What follows belongs to an exercise in optimizing a design on an open flow for small area; a production flow would make more cautious choices. The RTL was checked by simulation tests, not by an equivalence proof against the original design. No driver is modelled on the clock port, so clock power and skew are understated where the tree is cut down; a real chip needs a root buffer or a tree.

indigo:
==> flow/design.v (excerpt) <==
module vga_player_top #(
    parameter int H_ACTIVE     = 640,
    parameter int H_FRONT      = 16,
    parameter int H_SYNC       = 96,
    parameter int H_BACK       = 80,
    parameter int V_ACTIVE     = 480,
    parameter int V_FRONT      = 1,
    parameter int V_SYNC       = 3,
    parameter int V_BACK       = 36,
    parameter int FRAME_REPEAT = 3,
    parameter int FRAME_COUNT  = 16
) (
    input  wire                             px_clk,
    input  wire                             rst,
    input  wire [2:0]                       color_on,
    input  wire [2:0]                       color_off,
    input  wire [3:0]                       io_in,
    output logic [3:0]                      qspi,
    output logic [5:0]                      rgb,
    output logic                            hsync,
    output logic                            vsync,
    output logic                            sound_p,
    output logic                            sound_n
);
    localparam int H_TOTAL = H_ACTIVE + H_FRONT + H_SYNC + H_BACK;
    localparam int V_TOTAL = V_ACTIVE + V_FRONT + V_SYNC + V_BACK;
    localparam int H_SYNC_START = H_ACTIVE + H_FRONT;
    localparam int V_SYNC_START = V_ACTIVE + V_FRONT;
    localparam int BANDS = V_ACTIVE / 8;
    function automatic logic geq(input logic [9:0] x, input logic [9:0] c);
        geq = 1'b1;
        for (int i = 0; i < 10; i++) begin
            geq = c[i] ? (x[i] && geq) : (x[i] || geq);
        end
    endfunction
    function automatic logic leq(input logic [9:0] x, input logic [9:0] c);
        leq = 1'b1;
        for (int i = 0; i < 10; i++) begin
            leq = c[i] ? (!x[i] || leq) : (!x[i] && leq);
        end
    endfunction
    logic [9:0] h;
    logic       blank;
    logic [5:0] bq;
    logic [2:0] ln;
    wire line_end    = h == H_TOTAL - 1;
    wire active_end  = !blank && bq == 6'(BANDS) && ln == 3'd7;
    wire frame_end   = blank && bq == 6'((V_TOTAL - V_ACTIVE) / 8 - 1) && ln == 3'd7;
    always_ff @(posedge px_clk) begin
        if (rst) begin
            h <= '0;
            {blank, bq, ln} <= {1'b0, 6'd1, 3'd0};
        end else if (line_end) begin
            h <= '0;
            if (frame_end) begin
  ...
clock: 31.75 ns
lec_check: 0
cap_margin: 20
core_margin: 2
core_utilization: 60
slew_margin: 20
standard.sh (not shown) runs the stock make flow with config.mk's settings and CLKGATE_MAP_FILE= SYNTH_SCRIPT=/design/flow/synth_recipe.tcl, a recipe that flattens the netlist after the stock synthesis.
==> flow/flow/run.sh <==
#!/bin/bash
# The standard ORFS layout (standard.sh) with these changes:
#  - synthesis: ABC runs flow/abc_area_opt.script, an area-oriented script,
#    in place of ORFS's abc_speed.script, and adders are left to ABC instead
#    of being mapped to ha/fa cells (ADDER_MAP_FILE empty). Everything else
#    in synthesis (the -nofsm -noshare synth, flip-flop mapping, flattening,
#    renaming) is the standard flow's own synth_recipe.tcl, so the registers are the same.
#  - after floorplan, logic cells are swapped to the smallest cell of their
#    family (flow/downsize.tcl); placement's repair_design resizes as needed.
#  - port buffers are buf_1 (every port still gets its own buffer).
#  - clock tree of clkbuf_16 only, clusters of up to 28 registers, without
#    dummy loads; after CTS the middle tree level is removed
#    (flow/cts_flatten.tcl), so the clock port drives one root buffer that
#    drives every leaf buffer.
# Each ORFS step logs to orfs/logs/...; make's output goes to standard.log.
set -e
HERE=$(pwd)
rm -rf "$HERE/orfs_scripts"
cp -r "$FLOW_HOME/scripts" "$HERE/orfs_scripts"
cp "$HERE/flow/abc_area_opt.script" "$HERE/orfs_scripts/abc_speed.script"
export SCRIPTS_DIR="$HERE/orfs_scripts"
export ADDER_MAP_FILE=
export POST_FLOORPLAN_TCL="$HERE/flow/downsize.tcl"
export BUFFER_PORTS_ARGS="-buffer_cell sky130_fd_sc_hd__buf_1"
export POST_CTS_TCL="$HERE/flow/cts_flatten.tcl"
export CTS_ARGS="-sink_clustering_enable -repair_clock_nets -buf_list sky130_fd_sc_hd__clkbuf_16 -sink_clustering_size 28 -sink_clustering_max_diameter 100 -dont_use_dummy_load"
bash standard.sh > standard.log 2>&1
==> flow/flow/abc_area_opt.script <==
&get -n
&st
&dch
&nf -a
&st
&syn2
&if -g -K 6
&synch2
&nf -a
&st
&syn2
&if -g -K 6
&synch2
&nf -a
&st
&syn2
&if -g -K 6
&synch2
&nf -a
&st
&dch
&nf -a
&put
mfs2
strash
&get -n
&st
&dch
&nf -a
&put
mfs2
strash
&get -n
&st
&dch
&nf -a
&nf -a -R 1000
&put
mfs2
strash
&get -n
&st
&dch
&nf -a -R 1000
&put
topo
Other scripts of this flow, unchanged in this note and not shown: flow/flow/cts_flatten.tcl, flow/flow/downsize.tcl
Relative to indigo, the following input files were edited for yarrow:
--- a/flow/flow/abc_area_opt.script
+++ b/flow/flow/abc_area_opt.script
@@ -36,10 +36,2 @@
 &nf -a
-&nf -a -R 1000
-&put
-mfs2
-strash
-&get -n
-&st
-&dch
-&nf -a -R 1000
 &put
Results
yarrow reached the final stage; the timing, DRC and antenna checks on its layout passed.
Compared to indigo, yarrow has synthesized instance count 1.1% lower.
From indigo to yarrow the numbers moved as follows: layout filler cell count went up about 8%, hold slack lost 4.5 ps.
Re critical path depth: yarrow is 4 down on indigo.

---

## P
Another version of the RTL of vga_player_top (not shown whole).
Size: about 220 flip-flops, roughly 26 I/O pins, ~6900 sq um of cells after synthesis.
export LEC_CHECK = 0
export CAP_MARGIN = 20
export CORE_MARGIN = 2
export CORE_UTILIZATION = 60
export SLEW_MARGIN = 20
create_clock -name core_clock -period 31.75 [get_ports {px_clk}]
==> flow/flow/run.sh <==
#!/bin/bash
# The standard ORFS layout (standard.sh) with these changes:
#  - synthesis: ABC runs flow/abc_area_opt.script, an area-oriented script,
#    in place of ORFS's abc_speed.script, and adders are left to ABC instead
#    of being mapped to ha/fa cells (ADDER_MAP_FILE empty). Everything else
#    in synthesis (the -nofsm -noshare synth, flip-flop mapping, flattening,
#    renaming) is the standard flow's own synth_recipe.tcl, so the registers are the same.
#  - after floorplan, logic cells are swapped to the smallest cell of their
#    family (flow/downsize.tcl); placement's repair_design resizes as needed.
#  - port buffers are buf_1.
#  - clock tree of clkbuf_16 only, without dummy loads.
# Each ORFS step logs to orfs/logs/...; make's output goes to standard.log.
set -e
HERE=$(pwd)
rm -rf "$HERE/orfs_scripts"
cp -r "$FLOW_HOME/scripts" "$HERE/orfs_scripts"
cp "$HERE/flow/abc_area_opt.script" "$HERE/orfs_scripts/abc_speed.script"
export SCRIPTS_DIR="$HERE/orfs_scripts"
export ADDER_MAP_FILE=
export POST_FLOORPLAN_TCL="$HERE/flow/downsize.tcl"
export BUFFER_PORTS_ARGS="-buffer_cell sky130_fd_sc_hd__buf_1"
export POST_CTS_TCL="$HERE/flow/cts_flatten.tcl"
export CTS_ARGS="-sink_clustering_enable -repair_clock_nets -buf_list sky130_fd_sc_hd__clkbuf_16 -sink_clustering_size 28 -sink_clustering_max_diameter 100 -dont_use_dummy_load"
bash standard.sh > standard.log 2>&1
==> flow/flow/cts_flatten.tcl <==
# After CTS: remove the clock tree's middle levels, so the root buffer (the
# only cell the clock port drives) feeds every leaf buffer directly. A
# buffer is bypassed when its output drives only other buffers and its input
# is not the clock port's net: its loads move to its input net, then the
# buffer and its output net are deleted.
set block [ord::get_db_block]
set clk_net [$block findNet px_clk]
proc is_buf {inst} {
  return [string match "sky130_fd_sc_hd__clkbuf_*" [[$inst getMaster] getName]]
}
proc out_iterm {inst} {
  foreach it [$inst getITerms] {
    if {[$it isOutputSignal]} { return $it }
  }
  return NULL
}
proc in_iterm {inst} {
  foreach it [$inst getITerms] {
    if {[$it isInputSignal]} { return $it }
  }
  return NULL
}
set changed 1
set removed 0
while {$changed} {
  set changed 0
  foreach inst [$block getInsts] {
    if {![is_buf $inst]} { continue }
    set oit [out_iterm $inst]
    set iit [in_iterm $inst]
    if {$oit eq "NULL" || $iit eq "NULL"} { continue }
    set onet [$oit getNet]
    set inet [$iit getNet]
    if {$onet eq "NULL" || $inet eq "NULL"} { continue }
    if {[$inet getName] eq [$clk_net getName]} { continue }
    set only_bufs 1
    set loads {}
    foreach it [$onet getITerms] {
      if {[$it getInst] eq $inst} { continue }
      if {![is_buf [$it getInst]]} { set only_bufs 0 }
      lappend loads $it
    }
    if {!$only_bufs || [llength $loads] == 0} { continue }
    foreach it $loads {
      $it disconnect
      $it connect $inet
    }
    $oit disconnect
    $iit disconnect
    odb::dbInst_destroy $inst
    odb::dbNet_destroy $onet
    incr removed
    set changed 1
    break
  }
}
puts "cts_flatten.tcl: removed $removed clock buffers"
Other scripts of this flow, unchanged in this note and not shown: flow/flow/abc_area_opt.script, flow/flow/downsize.tcl
Modified inputs, Q compared to P
--- a/flow/flow/run.sh
+++ b/flow/flow/run.sh
@@ -21,3 +21,2 @@
 export BUFFER_PORTS_ARGS="-buffer_cell sky130_fd_sc_hd__buf_1"
-export POST_CTS_TCL="$HERE/flow/cts_flatten.tcl"
 export CTS_ARGS="-sink_clustering_enable -repair_clock_nets -buf_list sky130_fd_sc_hd__clkbuf_16 -sink_clustering_size 28 -sink_clustering_max_diameter 100 -dont_use_dummy_load"
removed: flow/flow/cts_flatten.tcl
Findings:
- Overall global routing resource usage was higher in P than in Q.
- [Q vs P] count of routing violations after the opening detailed-route iteration: lower in Q
- Relative to P, wire length on met1 has decreased by about 0.6% in Q.
- The sum of routed wire length over all layers of P and that of Q are within noise of each other.
- The higher count of clock-buffer cells in the layout of P and Q is in Q.
- For the relative slew slack, Q came in 0.25 points higher than P did.
- Diff Q..P | number of stages on the worst hold path | unchanged

## afterwards: timing with drivers on the ports
Ports are ideal in the flow. The routed layouts listed here were re-timed in OpenROAD.
Step 1 (the two cells are an assumption about what drives the block):
set clk [get_ports {px_clk}]
set_driving_cell -lib_cell sky130_fd_sc_hd__clkbuf_16 $clk
set_driving_cell -lib_cell sky130_fd_sc_hd__buf_2 [delete_from_list [all_inputs] $clk]
Step 2 times the ports against the registers' clock, not the clock port: input delays grow and output delays shrink by t, the midpoint of the rising clock arrivals with the driver on.
a / b / c = ideal / step 1 / step 2; a / b = the first two.
run | t, ns | setup WS [ns] | pins driven straight from the clock port
indigo | 0.410 | 22.845 / 22.808 / 23.218 | 1
yarrow | 0.417 | 22.678 / 22.640 / 23.057 | 1
P | 0.408 | 22.576 / 22.540 / 22.949 | 1
Q | 0.486 | 22.520 / 22.484 / 22.970 | 1
After both steps setup and hold are still met in every run listed.
